Source: an optimization exercise on an open RTL-to-GDS flow (aim: small area and a short achievable clock period). Production flows keep margins and buffers that such runs may drop. RTL that was checked went through simulation tests only; none was proved equivalent to the original. Power is estimated from default activity; no workload was simulated.

Design camera_display_top, start of the top module:
module camera_display_top (
    input  logic       video_clk,
    input  logic       rst_n,
    input  logic       cam_vsync,
    input  logic       cam_href,
    input  logic [7:0] cam_data,
    output logic       vid_hs,
    output logic       vid_vs,
    output logic       vid_de,
    output logic [7:0] vid_r,
    output logic [7:0] vid_g,
    output logic [7:0] vid_b
);
==> module frame_store, before the edit <==
module frame_store (
    input  logic                           video_clk,
    input  logic                           wr_en,     
    input  logic [video_pkg::STORE_AW-1:0] wr_pos,    
    input  logic [video_pkg::PIX_W-1:0]    wr_data,
    input  logic [7:0]                     rd_lo,     
    input  logic [15:0]                    rd_hi,     
    output logic [video_pkg::PIX_W-1:0]    rd_data    
);
    localparam int N = video_pkg::STORE_DEPTH;
    logic [video_pkg::PIX_W-1:0] ring [N];
    logic                        wr_late;             
    logic                        wr_go;
    logic [N/2-1:0]              tap_en;
    assign wr_go = (wr_en & ~wr_pos[0]) | wr_late;
    always_comb
    begin
        for (int k = 0; k < N/2; k++)
        begin
            tap_en[k] = wr_go && (wr_pos[video_pkg::STORE_AW-1:1] == (video_pkg::STORE_AW-1)'(k));
        end
    end
    always_ff @(posedge video_clk)
    begin
        wr_late <= wr_en & wr_pos[0];
        for (int p = 0; p < N; p++)
        begin
            if ((p % 2 == 0) && tap_en[p/2])
            begin
                ring[p] <= wr_data;
            end
            else
            begin
                ring[p] <= ring[(p + 1) % N];
            end
        end
    end
    logic [N-1:0]                rd_sel;
    logic [video_pkg::PIX_W-1:0] rd_word;
    always_comb
    begin
        rd_word = '0;
        for (int p = 0; p < N; p++)
        begin
            rd_sel[p] = rd_lo[p % 8] & rd_hi[p / 8];
            rd_word   = rd_word | (ring[p] & {video_pkg::PIX_W{rd_sel[p]}});
        end
    end
    always_ff @(posedge video_clk)
    begin
        if (wr_late && rd_lo[wr_pos[2:0]] && rd_hi[wr_pos[6:3]])
        begin
            rd_data <= wr_data;
        end
        else
        begin
            rd_data <= rd_word;
        end
    end
endmodule
==> module raster_timing, before the edit <==
module raster_timing (
    input  logic                           video_clk,
    input  logic                           rst_n,
    input  logic [video_pkg::STORE_AW-1:0] phase,     
    output logic                           hs_raw,    
    output logic                           vs_raw,
    output logic                           de_raw,
    output logic [7:0]                     rd_lo,     
    output logic [15:0]                    rd_hi      
);
    logic [video_pkg::H_CNT_W-1:0] h_cnt;    
    logic [video_pkg::V_CNT_W-1:0] v_cnt;    
    logic                          h_last;   
    logic                          v_last;   
    assign h_last = (h_cnt == video_pkg::H_CNT_W'(video_pkg::H_TOTAL - 1));
    assign v_last = (v_cnt == video_pkg::V_CNT_W'(video_pkg::V_TOTAL - 1));
    always_ff @(posedge video_clk or negedge rst_n)
    begin
        if (!rst_n)
        begin
            h_cnt <= '0;                               
            v_cnt <= '0;
        end
        else if (h_last)
        begin
            h_cnt <= '0;
            v_cnt <= v_last ? '0 : v_cnt + 1'b1;       
        end
        else
        begin
            h_cnt <= h_cnt + 1'b1;
        end
    end
    assign hs_raw = (h_cnt >= video_pkg::H_CNT_W'(video_pkg::H_SYNC_START)) &&
                    (h_cnt <= video_pkg::H_CNT_W'(video_pkg::H_SYNC_END));      
    assign vs_raw = (v_cnt >= video_pkg::V_CNT_W'(video_pkg::V_SYNC_START)) &&
                    (v_cnt <= video_pkg::V_CNT_W'(video_pkg::V_SYNC_END));      
    assign de_raw = (h_cnt < video_pkg::H_CNT_W'(video_pkg::H_ACTIVE)) &&
                    (v_cnt < video_pkg::V_CNT_W'(video_pkg::V_ACTIVE));
    logic [video_pkg::H_CNT_W-1:0]  h_nxt;
    logic [video_pkg::V_CNT_W-1:0]  v_nxt;
    logic [video_pkg::STORE_AW-1:0] p_run;    
    logic [video_pkg::STORE_AW-1:0] p_nxt;
    assign h_nxt = h_last ? '0 : h_cnt + 1'b1;
    assign v_nxt = h_last ? (v_last ? '0 : v_cnt + 1'b1) : v_cnt;
    assign p_run = {v_nxt[video_pkg::V_ADDR_W-1:0], h_nxt[video_pkg::H_ADDR_W-1:0]} + ~phase;
    assign p_nxt = rst_n ? p_run : ~phase;
    always_ff @(posedge video_clk)
    begin
        for (int i = 0; i < 8; i++)
        begin
            rd_lo[i] <= (p_nxt[2:0] == 3'(i));
        end
        for (int i = 0; i < 16; i++)
        begin
            rd_hi[i] <= (p_nxt[6:3] == 4'(i));
        end
    end
endmodule
==> module camera_display_top, before the edit <==
module camera_display_top (
    input  logic       video_clk,
    input  logic       rst_n,
    input  logic       cam_vsync,
    input  logic       cam_href,
    input  logic [7:0] cam_data,
    output logic       vid_hs,
    output logic       vid_vs,
    output logic       vid_de,
    output logic [7:0] vid_r,
    output logic [7:0] vid_g,
    output logic [7:0] vid_b
);
    logic                           wr_en;     
    logic [video_pkg::STORE_AW-1:0] wr_pos;    
    logic [video_pkg::PIX_W-1:0]    wr_data;   
    logic [7:0]                     rd_lo;     
    logic [15:0]                    rd_hi;     
    logic [video_pkg::PIX_W-1:0]    rd_data;
    logic [video_pkg::STORE_AW-1:0] phase;     
    logic                           hs_raw;
    logic                           vs_raw;
    logic                           de_raw;
    always_ff @(posedge video_clk)
    begin
        phase <= phase + 1'b1;
    end
    camera_byte_pack u_byte_pack (
        .video_clk (video_clk),
        .rst_n     (rst_n),
        .cam_vsync (cam_vsync),
        .cam_href  (cam_href),
        .cam_data  (cam_data),
        .phase     (phase),
        .wr_en     (wr_en),
        .wr_pos    (wr_pos),
        .wr_data   (wr_data)
    );
    frame_store u_store (
        .video_clk (video_clk),
        .wr_en     (wr_en),
        .wr_pos    (wr_pos),
        .wr_data   (wr_data),
        .rd_lo     (rd_lo),
        .rd_hi     (rd_hi),
        .rd_data   (rd_data)
    );
    raster_timing u_raster (
        .video_clk (video_clk),
        .rst_n     (rst_n),
        .phase     (phase),
        .hs_raw    (hs_raw),
        .vs_raw    (vs_raw),
        .de_raw    (de_raw),
        .rd_lo     (rd_lo),
        .rd_hi     (rd_hi)
    );
    video_out_stage u_out (
        .video_clk (video_clk),
        .rst_n     (rst_n),
        .hs_raw    (hs_raw),
        .vs_raw    (vs_raw),
        .de_raw    (de_raw),
        .rd_data   (rd_data),
        .vid_hs    (vid_hs),
        .vid_vs    (vid_vs),
        .vid_de    (vid_de),
        .vid_r     (vid_r),
        .vid_g     (vid_g),
        .vid_b     (vid_b)
    );
endmodule
Settings: LEC_CHECK=0, CAP_MARGIN=20, CORE_MARGIN=2, CORE_UTILIZATION=40, PLACE_DENSITY=0.6, SLEW_MARGIN=20; clock period 5.0 ns.
run.sh (not shown) runs the stock make flow with config.mk's settings and CLKGATE_MAP_FILE= SYNTH_SCRIPT=/design/flow/synth_recipe.tcl, a recipe that flattens the netlist after the stock synthesis.
Next try:
--- a/flow/design.v
+++ b/flow/design.v
@@ -121,10 +121,9 @@
     input  logic                           video_clk,
     input  logic                           wr_en,     
     input  logic [video_pkg::STORE_AW-1:0] wr_pos,    
     input  logic [video_pkg::PIX_W-1:0]    wr_data,
-    input  logic [7:0]                     rd_lo,     
-    input  logic [15:0]                    rd_hi,     
+    input  logic [video_pkg::STORE_AW-1:0] rd_pos,    
     output logic [video_pkg::PIX_W-1:0]    rd_data    
 );
     localparam int N = video_pkg::STORE_DEPTH;
     logic [video_pkg::PIX_W-1:0] ring [N];
@@ -153,28 +152,17 @@
                 ring[p] <= ring[(p + 1) % N];
             end
         end
     end
-    logic [N-1:0]                rd_sel;
-    logic [video_pkg::PIX_W-1:0] rd_word;
-    always_comb
-    begin
-        rd_word = '0;
-        for (int p = 0; p < N; p++)
-        begin
-            rd_sel[p] = rd_lo[p % 8] & rd_hi[p / 8];
-            rd_word   = rd_word | (ring[p] & {video_pkg::PIX_W{rd_sel[p]}});
-        end
-    end
     always_ff @(posedge video_clk)
     begin
-        if (wr_late && rd_lo[wr_pos[2:0]] && rd_hi[wr_pos[6:3]])
+        if (wr_late && (rd_pos == wr_pos))
         begin
             rd_data <= wr_data;
         end
         else
         begin
-            rd_data <= rd_word;
+            rd_data <= ring[rd_pos];
         end
     end
 endmodule
 `timescale 1ns/1ps
@@ -184,10 +172,9 @@
     input  logic [video_pkg::STORE_AW-1:0] phase,     
     output logic                           hs_raw,    
     output logic                           vs_raw,
     output logic                           de_raw,
-    output logic [7:0]                     rd_lo,     
-    output logic [15:0]                    rd_hi      
+    output logic [video_pkg::STORE_AW-1:0] rd_pos     
 );
     logic [video_pkg::H_CNT_W-1:0] h_cnt;    
     logic [video_pkg::V_CNT_W-1:0] v_cnt;    
     logic                          h_last;   
@@ -216,26 +203,17 @@
     assign vs_raw = (v_cnt >= video_pkg::V_CNT_W'(video_pkg::V_SYNC_START)) &&
                     (v_cnt <= video_pkg::V_CNT_W'(video_pkg::V_SYNC_END));      
     assign de_raw = (h_cnt < video_pkg::H_CNT_W'(video_pkg::H_ACTIVE)) &&
                     (v_cnt < video_pkg::V_CNT_W'(video_pkg::V_ACTIVE));
-    logic [video_pkg::H_CNT_W-1:0]  h_nxt;
-    logic [video_pkg::V_CNT_W-1:0]  v_nxt;
-    logic [video_pkg::STORE_AW-1:0] p_run;    
-    logic [video_pkg::STORE_AW-1:0] p_nxt;
+    logic [video_pkg::H_CNT_W-1:0] h_nxt;
+    logic [video_pkg::V_CNT_W-1:0] v_nxt;
+    logic [video_pkg::STORE_AW-1:0] a_nxt;
     assign h_nxt = h_last ? '0 : h_cnt + 1'b1;
     assign v_nxt = h_last ? (v_last ? '0 : v_cnt + 1'b1) : v_cnt;
-    assign p_run = {v_nxt[video_pkg::V_ADDR_W-1:0], h_nxt[video_pkg::H_ADDR_W-1:0]} + ~phase;
-    assign p_nxt = rst_n ? p_run : ~phase;
+    assign a_nxt = rst_n ? {v_nxt[video_pkg::V_ADDR_W-1:0], h_nxt[video_pkg::H_ADDR_W-1:0]} : '0;
     always_ff @(posedge video_clk)
     begin
-        for (int i = 0; i < 8; i++)
-        begin
-            rd_lo[i] <= (p_nxt[2:0] == 3'(i));
-        end
-        for (int i = 0; i < 16; i++)
-        begin
-            rd_hi[i] <= (p_nxt[6:3] == 4'(i));
-        end
+        rd_pos <= a_nxt - phase - 1'b1;
     end
 endmodule
 `timescale 1ns/1ps
 module video_out_stage (
@@ -307,10 +285,9 @@
 );
     logic                           wr_en;     
     logic [video_pkg::STORE_AW-1:0] wr_pos;    
     logic [video_pkg::PIX_W-1:0]    wr_data;   
-    logic [7:0]                     rd_lo;     
-    logic [15:0]                    rd_hi;     
+    logic [video_pkg::STORE_AW-1:0] rd_pos;    
     logic [video_pkg::PIX_W-1:0]    rd_data;
     logic [video_pkg::STORE_AW-1:0] phase;     
     logic                           hs_raw;
     logic                           vs_raw;
@@ -334,10 +311,9 @@
         .video_clk (video_clk),
         .wr_en     (wr_en),
         .wr_pos    (wr_pos),
         .wr_data   (wr_data),
-        .rd_lo     (rd_lo),
-        .rd_hi     (rd_hi),
+        .rd_pos    (rd_pos),
         .rd_data   (rd_data)
     );
     raster_timing u_raster (
         .video_clk (video_clk),
@@ -345,10 +321,9 @@
         .phase     (phase),
         .hs_raw    (hs_raw),
         .vs_raw    (vs_raw),
         .de_raw    (de_raw),
-        .rd_lo     (rd_lo),
-        .rd_hi     (rd_hi)
+        .rd_pos    (rd_pos)
     );
     video_out_stage u_out (
         .video_clk (video_clk),
         .rst_n     (rst_n),
Result:
- The new run finished clean
- worst setup slack got worse by 0.99 ns
- final area is higher by about 3.5%
- cell count is higher by about 6%
- flip-flop and latch count is lower by 17
- sequential power barely changes
- power is higher by about 1.4%
- count of clock-buffer cells in the layout is higher by 5
No functional check of the RTL was part of any run of this note.

* * *

the baseline:
camera_display_top, a different RTL version from the one above (not shown whole).
Size in the first run: roughly 2400 flip-flops, roughly 39 I/O pins, ~62000 um2 of cells after synthesis.
==> module raster_timing, before the edit <==
module raster_timing (
    input  logic                           video_clk,
    input  logic                           rst_n,
    input  logic [video_pkg::STORE_AW-1:0] phase,     
    output logic                           hs_raw,    
    output logic                           vs_raw,
    output logic                           de_raw,
    output logic [7:0]                     tap_lo,    
    output logic [3:0]                     tap_hi,    
    output logic [video_pkg::STORE_AW-1:0] rd_pos,    
    output logic [3:0]                     rd_lag,    
    output logic [2:0]                     rd_low     
);
    logic [video_pkg::H_CNT_W-1:0]  h_nxt;    
    logic [video_pkg::V_CNT_W-1:0]  v_nxt;
    logic [video_pkg::H_CNT_W-1:0]  h_ahd;    
    logic [video_pkg::V_CNT_W-1:0]  v_ahd;
    always_ff @(posedge video_clk or negedge rst_n)
    begin
        if (!rst_n)
        begin
            h_nxt <= video_pkg::H_CNT_W'(1);
            v_nxt <= '0;
            h_ahd <= video_pkg::H_CNT_W'(4);
            v_ahd <= '0;
        end
        else
        begin
            if (h_nxt == video_pkg::H_CNT_W'(video_pkg::H_TOTAL - 1))
            begin
                h_nxt <= '0;
                v_nxt <= (v_nxt == video_pkg::V_CNT_W'(video_pkg::V_TOTAL - 1)) ? '0 : v_nxt + 1'b1;
            end
            else
            begin
                h_nxt <= h_nxt + 1'b1;
            end
            if (h_ahd == video_pkg::H_CNT_W'(video_pkg::H_TOTAL - 1))
            begin
                h_ahd <= '0;
                v_ahd <= (v_ahd == video_pkg::V_CNT_W'(video_pkg::V_TOTAL - 1)) ? '0 : v_ahd + 1'b1;
            end
            else
            begin
                h_ahd <= h_ahd + 1'b1;
            end
        end
    end
    logic hs_c, vs_c, de_c;
    assign hs_c = (h_nxt >= video_pkg::H_CNT_W'(video_pkg::H_SYNC_START)) &&
                  (h_nxt <= video_pkg::H_CNT_W'(video_pkg::H_SYNC_END));        
    assign vs_c = (v_nxt >= video_pkg::V_CNT_W'(video_pkg::V_SYNC_START)) &&
                  (v_nxt <= video_pkg::V_CNT_W'(video_pkg::V_SYNC_END));        
    assign de_c = (h_nxt < video_pkg::H_CNT_W'(video_pkg::H_ACTIVE)) &&
                  (v_nxt < video_pkg::V_CNT_W'(video_pkg::V_ACTIVE));
    always_ff @(posedge video_clk or negedge rst_n)
    begin
        if (!rst_n)
        begin
            hs_raw <= 1'b0;
            vs_raw <= 1'b0;
            de_raw <= 1'b1;
        end
        else
        begin
            hs_raw <= hs_c;
            vs_raw <= vs_c;
            de_raw <= de_c;
        end
    end
    logic                           de_ahd;
    logic [video_pkg::STORE_AW-1:0] a_nxt;    
    logic [video_pkg::STORE_AW-1:0] p_nxt;    
    logic [video_pkg::STORE_AW-1:0] t_ahd;    
    logic [video_pkg::STORE_AW-1:0] p_rst;    
    logic [video_pkg::STORE_AW-1:0] t_rst;
    logic [7:0]                     tap_lo_c, tap_lo_r;
    logic [3:0]                     tap_hi_c, tap_hi_r;
    logic [3:0]                     lag_c, lag_r;
    logic [2:0]                     low_c;
    always_comb
    begin
        de_ahd = (h_ahd < video_pkg::H_CNT_W'(video_pkg::H_ACTIVE)) &&
                 (v_ahd < video_pkg::V_CNT_W'(video_pkg::V_ACTIVE));
        a_nxt  = {v_nxt[video_pkg::V_ADDR_W-1:0], h_nxt[video_pkg::H_ADDR_W-1:0]};
        p_nxt  = a_nxt + ~phase;
        t_ahd  = {v_ahd[video_pkg::V_ADDR_W-1:0], h_ahd[video_pkg::H_ADDR_W-1:0]} + ~phase;
        p_rst  = ~phase;
        t_rst  = ~phase + 2'd3;
        for (int i = 0; i < 8; i++)
        begin
            tap_lo_c[i] = (t_ahd[4:2] == 3'(i));
            tap_lo_r[i] = (t_rst[4:2] == 3'(i));
        end
        for (int i = 0; i < 4; i++)
        begin
            tap_hi_c[i] = (t_ahd[6:5] == 2'(i));
            tap_hi_r[i] = (t_rst[6:5] == 2'(i));
            lag_c[i]    = ((-p_nxt[1:0]) == 2'(i));
            lag_r[i]    = ((-p_rst[1:0]) == 2'(i));
        end
        for (int i = 0; i < 3; i++)
        begin
            low_c[i] = (a_nxt == video_pkg::STORE_AW'(i));
        end
    end
    always_ff @(posedge video_clk)
    begin
        if (!rst_n)
        begin
            tap_lo <= tap_lo_r;
            tap_hi <= tap_hi_r;
        end
        else if (de_ahd)
        begin
            tap_lo <= tap_lo_c;
            tap_hi <= tap_hi_c;
        end
        rd_pos <= rst_n ? p_nxt : p_rst;
        rd_lag <= rst_n ? lag_c : lag_r;
        rd_low <= rst_n ? low_c : 3'b001;
    end
endmodule
export LEC_CHECK = 0
export CAP_MARGIN = 8
export CORE_MARGIN = 2
export CORE_UTILIZATION = 50
export CTS_CLUSTER_DIAMETER = 80
export CTS_CLUSTER_SIZE = 24
export PLACE_DENSITY = 0.65
export SETUP_SLACK_MARGIN = 2.85
export SLEW_MARGIN = 8
create_clock -name core_clock -period 5.0 [get_ports {video_clk}]
--- input diff the baseline..the candidate ---
--- a/flow/design.v
+++ b/flow/design.v
@@ -330,4 +330,33 @@
     output logic [2:0]                     rd_low     
 );
+    logic [video_pkg::H_CNT_W-1:0] h_cnt;    
+    logic [video_pkg::V_CNT_W-1:0] v_cnt;    
+    logic                          h_last;   
+    logic                          v_last;   
+    assign h_last = (h_cnt == video_pkg::H_CNT_W'(video_pkg::H_TOTAL - 1));
+    assign v_last = (v_cnt == video_pkg::V_CNT_W'(video_pkg::V_TOTAL - 1));
+    always_ff @(posedge video_clk or negedge rst_n)
+    begin
+        if (!rst_n)
+        begin
+            h_cnt <= '0;                               
+            v_cnt <= '0;
+        end
+        else if (h_last)
+        begin
+            h_cnt <= '0;
+            v_cnt <= v_last ? '0 : v_cnt + 1'b1;       
+        end
+        else
+        begin
+            h_cnt <= h_cnt + 1'b1;
+        end
+    end
+    assign hs_raw = (h_cnt >= video_pkg::H_CNT_W'(video_pkg::H_SYNC_START)) &&
+                    (h_cnt <= video_pkg::H_CNT_W'(video_pkg::H_SYNC_END));      
+    assign vs_raw = (v_cnt >= video_pkg::V_CNT_W'(video_pkg::V_SYNC_START)) &&
+                    (v_cnt <= video_pkg::V_CNT_W'(video_pkg::V_SYNC_END));      
+    assign de_raw = (h_cnt < video_pkg::H_CNT_W'(video_pkg::H_ACTIVE)) &&
+                    (v_cnt < video_pkg::V_CNT_W'(video_pkg::V_ACTIVE));
     logic [video_pkg::H_CNT_W-1:0]  h_nxt;    
     logic [video_pkg::V_CNT_W-1:0]  v_nxt;
@@ -365,26 +394,4 @@
         end
     end
-    logic hs_c, vs_c, de_c;
-    assign hs_c = (h_nxt >= video_pkg::H_CNT_W'(video_pkg::H_SYNC_START)) &&
-                  (h_nxt <= video_pkg::H_CNT_W'(video_pkg::H_SYNC_END));        
-    assign vs_c = (v_nxt >= video_pkg::V_CNT_W'(video_pkg::V_SYNC_START)) &&
-                  (v_nxt <= video_pkg::V_CNT_W'(video_pkg::V_SYNC_END));        
-    assign de_c = (h_nxt < video_pkg::H_CNT_W'(video_pkg::H_ACTIVE)) &&
-                  (v_nxt < video_pkg::V_CNT_W'(video_pkg::V_ACTIVE));
-    always_ff @(posedge video_clk or negedge rst_n)
-    begin
-        if (!rst_n)
-        begin
-            hs_raw <= 1'b0;
-            vs_raw <= 1'b0;
-            de_raw <= 1'b1;
-        end
-        else
-        begin
-            hs_raw <= hs_c;
-            vs_raw <= vs_c;
-            de_raw <= de_c;
-        end
-    end
     logic                           de_ahd;
     logic [video_pkg::STORE_AW-1:0] a_nxt;    
==> comparison <==
Changes observed in the candidate relative to the baseline: parity-gate share of the synthesized area counting xor and xnor cells stayed essentially flat, wire length held steady, final hold slack has decreased, final critical-path setup slack increased by 0.0062 ns relative to the old numbers, vertical die dimension held.
Per the comparison of the candidate with the baseline, total internal power moved up; die outline width level; clock-buffer cell count moved up; power moved up.
Delta (the candidate minus the baseline): clock distribution area overhead in the final layout roughly the same; cell count roughly the same.
The candidate and the baseline ended up with nearly the same number of sequential cells in the layout.
Compare the candidate and the baseline | clock period minus final worst setup slack lower: the candidate
Between the candidate and the baseline, the initial standard-cell utilization of the core does not differ in any meaningful way.

-- static timing again, ports no longer ideal --
No port has a modelled driver above. Below, the same layouts with a new extraction and two added sets of constraints. Step 1 sets driving cells, clkbuf_16 on the clock port and buf_2 on the other inputs (assumed; they add their load-dependent delay and slew). Step 2 adds t to the input delays and takes it off the output delays; t is the mean of the earliest and latest rising clock arrival at the registers after step 1. Input paths then give back, and output paths get back, about the clock's delay inside the block. Slacks: no drivers / after step 1 / after step 2; pairs: no drivers / after step 1.
run | t (ns) | setup slack, ns | clock arrival spread, ns | cell pins on the clock port's net
the first run of note 1 | 0.938 | 1.651 / 1.651 / 1.651 | 0.048 / 0.049 | 1
the second run of note 1 | 0.974 | 0.664 / 0.664 / 0.664 | 0.093 / 0.092 | 1
the baseline | 0.790 | 2.742 / 2.669 / 2.211 | 0.029 / 0.030 | 1
the candidate | 0.800 | 2.748 / 2.667 / 2.091 | 0.045 / 0.046 | 1
After both steps setup and hold are still met in every run listed. The setup slack of the candidate, which loses most, moves by -0.081 ns with the drivers and by -0.657 ns with both steps.
